Context: an optimization exercise on an open-source flow, tuned for small area, a short achievable clock period and few clock cycles per item. The choices shown serve that exercise and are no tape-out recipe.

==> run C: inputs <==
// isr_core
module isr_core #(
    parameter  int DATA_WID = isr_pkg::DATA_WID,
    localparam int ROOT_WID = DATA_WID / 2,
    localparam int RES_WID  = ROOT_WID + 3
) (
    input  logic                clk,
    input  logic                rst,
    input  logic [DATA_WID-1:0] a,
    input  logic                clken,
    input  logic                calcen,
    output logic                busy,
    output logic                done,
    output logic [ROOT_WID-1:0] root,
    output logic [ROOT_WID:0]   rem
);
Settings: LEC_CHECK=0, CAP_MARGIN=20, CORE_MARGIN=2, CORE_UTILIZATION=40, PLACE_DENSITY=0.75, SETUP_SLACK_MARGIN=0.8, SLEW_MARGIN=20; clock period 5.0 ns.
standard.sh (not shown) runs the stock make flow with config.mk's settings and CLKGATE_MAP_FILE= SYNTH_SCRIPT=/design/flow/synth_recipe.tcl, a recipe that flattens the netlist after the stock synthesis.
==> flow/flow/run.sh <==
#!/bin/bash
# The standard layout (the standard.sh, all steps) with two options
# changed: no full/half-adder extraction in synthesis (ADDER_MAP_FILE empty),
# so ABC maps adders as plain gates, and the port buffers that placement
# inserts on every input and output are the small buf_1 (the resizer still
# sizes them as timing needs). Registers are untouched by either.
set -euo pipefail
bash standard.sh ADDER_MAP_FILE= "BUFFER_PORTS_ARGS=-buffer_cell sky130_fd_sc_hd__buf_1" finish > standard_make.log 2>&1
==> inputs of run B, as changes to run C <==
--- a/flow/design.v
+++ b/flow/design.v
@@ -67,16 +67,18 @@
         yc_a = {(a2_a[T-1:0] & b2_a[T-1:0]) | (a2_a[T-1:0] & op_a[T-1:0]) |
                 (b2_a[T-1:0] & op_a[T-1:0]), pos_a};
         q_a  = (neg_a ? qm : q)  | ({ROOT_WID{pos_a || neg_a}} & u_a[ROOT_WID-1:0]);
         qm_a = (pos_a ? q  : qm) | ({ROOT_WID{zer_a}} & u_a[ROOT_WID-1:0]);
         sb_pos  = sel_after(a2_a[T -: 6], b2_a[T -: 6], ~fp_a[T -: 6]);
         sb_neg  = sel_after(a2_a[T -: 6], b2_a[T -: 6], fn_a[T -: 6]);
         sb_zero = sel_after(a2_a[T -: 6], b2_a[T -: 6], 6'd0);
-        pos_b = (pos_a & sb_pos[1]) | (neg_a & sb_neg[1]) | (zer_a & sb_zero[1]);
-        neg_b = (pos_a & sb_pos[0]) | (neg_a & sb_neg[0]) | (zer_a & sb_zero[0]);
+        if (hold)       {pos_b, neg_b} = 2'b00;
+        else if (pos_a) {pos_b, neg_b} = sb_pos;
+        else if (neg_a) {pos_b, neg_b} = sb_neg;
+        else            {pos_b, neg_b} = sb_zero;
         zer_b = !hold && !pos_b && !neg_b;
         a2_b = {ys_a[T-1:0], pin[0]};
         b2_b = {yc_a[T-1:0], 1'b0};
         fp_b = {2'b00, q_a,  1'b0} | u_b;
         fn_b = {2'b00, qm_a, 1'b0} | u_a | u_b;
         op_b = ({RES_WID{pos_b}} & ~fp_b) | ({RES_WID{neg_b}} & fn_b);
         ys_next = a2_b ^ b2_b ^ op_b;
@@ -110,84 +112,29 @@
 );
     localparam int NBLK = (WID + BLK - 1) / BLK;
     logic [NBLK:0] cin;      
     assign cin[0] = 1'b0;
     for (genvar b = 0; b < NBLK; b++) begin : g_blk
         localparam int LO = b * BLK;
         localparam int W  = (LO + BLK <= WID) ? BLK : WID - LO;
-        logic         co;
-        logic [W-1:0] lower_ones;    
-        isr_bkadd #(
-            .WID (W)
-        ) u_add (
-            .x    (x[LO +: W]),
-            .y    (y[LO +: W]),
-            .s    (blk_sum[LO +: W]),
-            .cout (co)
-        );
+        logic [W:0] s;
+        assign s = {1'b0, x[LO +: W]} + {1'b0, y[LO +: W]};
+        assign blk_sum[LO +: W] = s[W-1:0];
         if (LO + W < WID) begin : g_cy
-            assign blk_cy[LO + W] = co;
-            if (W > 1) begin : g_z
-                assign blk_cy[LO + W - 1 -: W - 1] = '0;
-            end
+            assign blk_cy[LO + W] = s[W];
+            assign blk_cy[LO + W - 1 -: W - 1] = '0;
             assign cin[b+1] = y[LO + W] | (cin[b] & (&x[LO +: W]));
         end else begin : g_top
-            if (W > 1) begin : g_z
-                assign blk_cy[WID-1 -: W - 1] = '0;
-            end
+            assign blk_cy[WID-1 -: W - 1] = '0;
             assign cin[b+1] = 1'b0;
         end
-        assign lower_ones[0] = 1'b1;
-        for (genvar i = 1; i < W; i++) begin : g_ones
-            assign lower_ones[i] = &x[LO +: i];
-        end
-        assign prop[LO +: W] = x[LO +: W] ^ ({W{cin[b]}} & lower_ones);
+        assign prop[LO +: W] = x[LO +: W] + W'(cin[b]);
     end
     assign blk_cy[0] = 1'b0;
 endmodule
-module isr_bkadd #(
-    parameter int WID = 16
-) (
-    input  logic [WID-1:0] x,
-    input  logic [WID-1:0] y,
-    output logic [WID-1:0] s,
-    output logic           cout
-);
-    localparam int LV = (WID < 2) ? 1 : $clog2(WID);
-    localparam int N  = 1 << LV;
-    localparam int NS = 2 * LV;          
-    logic [N-1:0] g0;
-    logic [N-1:0] p0;
-    assign g0 = N'(x & y);
-    assign p0 = N'(x ^ y);
-    for (genvar st = 1; st < NS; st++) begin : g_stage
-        localparam int L  = (st <= LV) ? st - 1 : 2 * LV - 1 - st;
-        localparam bit UP = (st <= LV);
-        logic [N-1:0] gi, pi, go, po;
-        if (st == 1) begin : g_first
-            assign gi = g0;
-            assign pi = p0;
-        end else begin : g_next
-            assign gi = g_stage[st-1].go;
-            assign pi = g_stage[st-1].po;
-        end
-        for (genvar i = 0; i < N; i++) begin : g_bit
-            if (( UP && (i + 1) % (2 << L) == 0) ||
-                (!UP && (i + 1) % (2 << L) == (1 << L) && i >= (2 << L))) begin : g_op
-                assign go[i] = gi[i] | (pi[i] & gi[i-(1<<L)]);
-                assign po[i] = pi[i] & pi[i-(1<<L)];
-            end else begin : g_pass
-                assign go[i] = gi[i];
-                assign po[i] = pi[i];
-            end
-        end
-    end
-    assign s    = x ^ y ^ {g_stage[NS-1].go[WID-2:0], 1'b0};
-    assign cout = g_stage[NS-1].go[WID-1];
-endmodule
 module isr_core #(
     parameter  int DATA_WID = isr_pkg::DATA_WID,
     localparam int ROOT_WID = DATA_WID / 2,
     localparam int RES_WID  = ROOT_WID + 3
 ) (
     input  logic                clk,
     input  logic                rst,
@@ -210,16 +157,14 @@
     logic                add1;       
     logic                add2;       
     logic                fix;        
     logic                denorm;
     logic                skip;       
     logic                skip_half;
     logic [6:0]          cnt;
-    logic [7:0]          cnt_lo;     
-    logic [15:0]         cnt_hi;     
     logic                at0;        
     logic                at1;        
     logic [5:0]          nsh;
     logic                calcen_d;
     logic                done_seen;
     logic                armed;
     logic                idle;
@@ -238,15 +183,15 @@
     always_comb begin
         for (int i = 0; i < RES_WID; i++) begin
             if (i == ROOT_WID)
                 mark[i] = at0;
             else if (i == ROOT_WID - 2)
                 mark[i] = at1;
             else if (i % 2 == 0 && i < ROOT_WID)
-                mark[i] = cnt_lo[((ROOT_WID - i) / 2) % 8] && cnt_hi[((ROOT_WID - i) / 2) / 8];
+                mark[i] = (cnt == 7'((ROOT_WID - i) / 2));
             else
                 mark[i] = 1'b0;
         end
     end
     isr_assim #(
         .WID (RES_WID),
         .BLK (BLK)
@@ -311,15 +256,15 @@
         root_other = root;
         if (start) begin
             ys_other   = {{(RES_WID-ROOT_WID){1'b0}}, a[DATA_WID-1:ROOT_WID]};
             root_other = '0;
         end
         if (add1) ys_other = blk_sum;
         if (add2) ys_other = prop;
-        if (add1 && fix) root_other = qm;     
+        if (add1 && fix) root_other = yc[ROOT_WID:1] & ~mark[ROOT_WID:1];
         if (denorm) begin
             ys_other   = ys >> 2;
             root_other = root >> 2;
         end
         ys_nx   = run ? ys_b : ys_other;
         root_nx = run ? q_b  : root_other;
     end
@@ -331,16 +276,14 @@
             add1      <= 1'b0;
             add2      <= 1'b0;
             fix       <= 1'b0;
             denorm    <= 1'b0;
             skip      <= 1'b0;
             skip_half <= 1'b0;
             cnt       <= '0;
-            cnt_lo    <= '0;
-            cnt_hi    <= '0;
             at0       <= 1'b0;
             at1       <= 1'b0;
             nsh       <= '0;
             calcen_d  <= 1'b0;
             done_seen <= 1'b0;
             armed     <= 1'b0;
             busy      <= 1'b0;
@@ -352,16 +295,14 @@
             armed    <= 1'b1;
             done     <= 1'b0;
             if (done) done_seen <= 1'b1;
             if (!busy) begin
                 skip      <= 1'b0;
                 skip_half <= 1'b0;
                 cnt       <= '0;
-                cnt_lo    <= 8'd1;
-                cnt_hi    <= 16'd1;
                 at0       <= 1'b1;
                 at1       <= 1'b0;
                 nsh       <= '0;
                 fix       <= 1'b0;
             end
             if (idle) begin
                 if (clken) done_seen <= 1'b0;
@@ -375,17 +316,15 @@
                 if (skip) begin
                     skip_half <= !skip_half;
                     if (skip_half) begin
                         nsh  <= nsh + 1'b1;
                         skip <= ys[ROOT_WID-3 -: 4] == 4'd0 && nsh != 6'h3e;
                     end
                 end else begin
-                    cnt    <= cnt + 1'b1;
-                    cnt_lo <= {cnt_lo[6:0], cnt_lo[7]};
-                    if (cnt_lo[7]) cnt_hi <= {cnt_hi[14:0], cnt_hi[15]};
+                    cnt  <= cnt + 1'b1;
                     at0  <= 1'b0;
                     at1  <= at0;
                     if (last) begin
                         run  <= 1'b0;
                         add1 <= 1'b1;
                     end
                 end
==> flow/flow/run.sh (replaced) <==
#!/bin/bash
# The standard layout (the standard.sh, all steps), with one synthesis
# option changed: no full/half-adder extraction (ADDER_MAP_FILE empty), so
# ABC maps the carry-save adders and the digit-selection logic as plain
# gates and can optimise across them. Registers are untouched by that step.
set -euo pipefail
bash standard.sh ADDER_MAP_FILE= finish > standard_make.log 2>&1
PLACE_DENSITY = not set   (was 0.75)
SETUP_SLACK_MARGIN = 1.5   (was 0.8)
==> notes <==
Between run B and run C, the lower critical path depth is in run B (gap 3).
Against run B, the flip-flop and latch count of run C is higher by 23.
Against run B, the synthesized cell count of run C is smaller by 2.3%.
Die area: run B is higher than run C (about 2%).
Against run B, the worst hold slack of run C is lower by 0.22 ns.
Between run B and run C, the lower utilization is in run C (gap 9.3 points).
==> figures <==
item	run B	run C
Row count	136	134
Normalized max-slew margin	9.68%	13.9%
Setup bufs post-CTS	181	21
Area of the mapped netlist	55100 um^2	54000 um^2
Largest net degree at the start of global routing	125	148
Total clock sinks	675	698
Async SR Flop Fraction	42.4%	44.3%
Sequential area share after synthesis	27.1%	28.7%
Proportion of netlist area held by the largest area contributor	14.1%	14.4%
Area share of and/or/nand/nor cells after synthesis	16.5%	17.7%
Run status	no timing/DRC/antenna violations	no timing/DRC/antenna violations
Clock buffer count from CTS	89	87
Slowest stage cell on the critical path	nor2_1	dfrtp_2
Number of antenna violations at the first check in global routing	21	13
Sequential cell count	675	698
Function was not checked in any run of this note: the RTL went through the layout flow alone.

re-timing with driven ports:
No port has a modelled driver above. Below, the same layouts with a new extraction and two added sets of constraints.
Step 1 sets driving cells, clkbuf_16 on the clock port and buf_2 on the other inputs (assumed; they add their load-dependent delay and slew).
Step 2 also shifts input and output timing later by t, the mid clock arrival at the registers, as if the neighbouring blocks saw the same clock.
Slacks: no drivers / after step 1 / after step 2; pairs: no drivers / after step 1.
| run | t (ns) | setup WS [ns] | cell pins on the clock port's net |
|---|---|---|---|
| run C | 0.791 | 0.829 / 0.829 / 0.829 | 1 |
| run B | 0.827 | 1.017 / 1.017 / 0.769 | 1 |
After both steps setup and hold are still met in every run listed. The setup slack of run B, which loses most, moves by 0.000 ns with the drivers and by -0.248 ns with both steps.
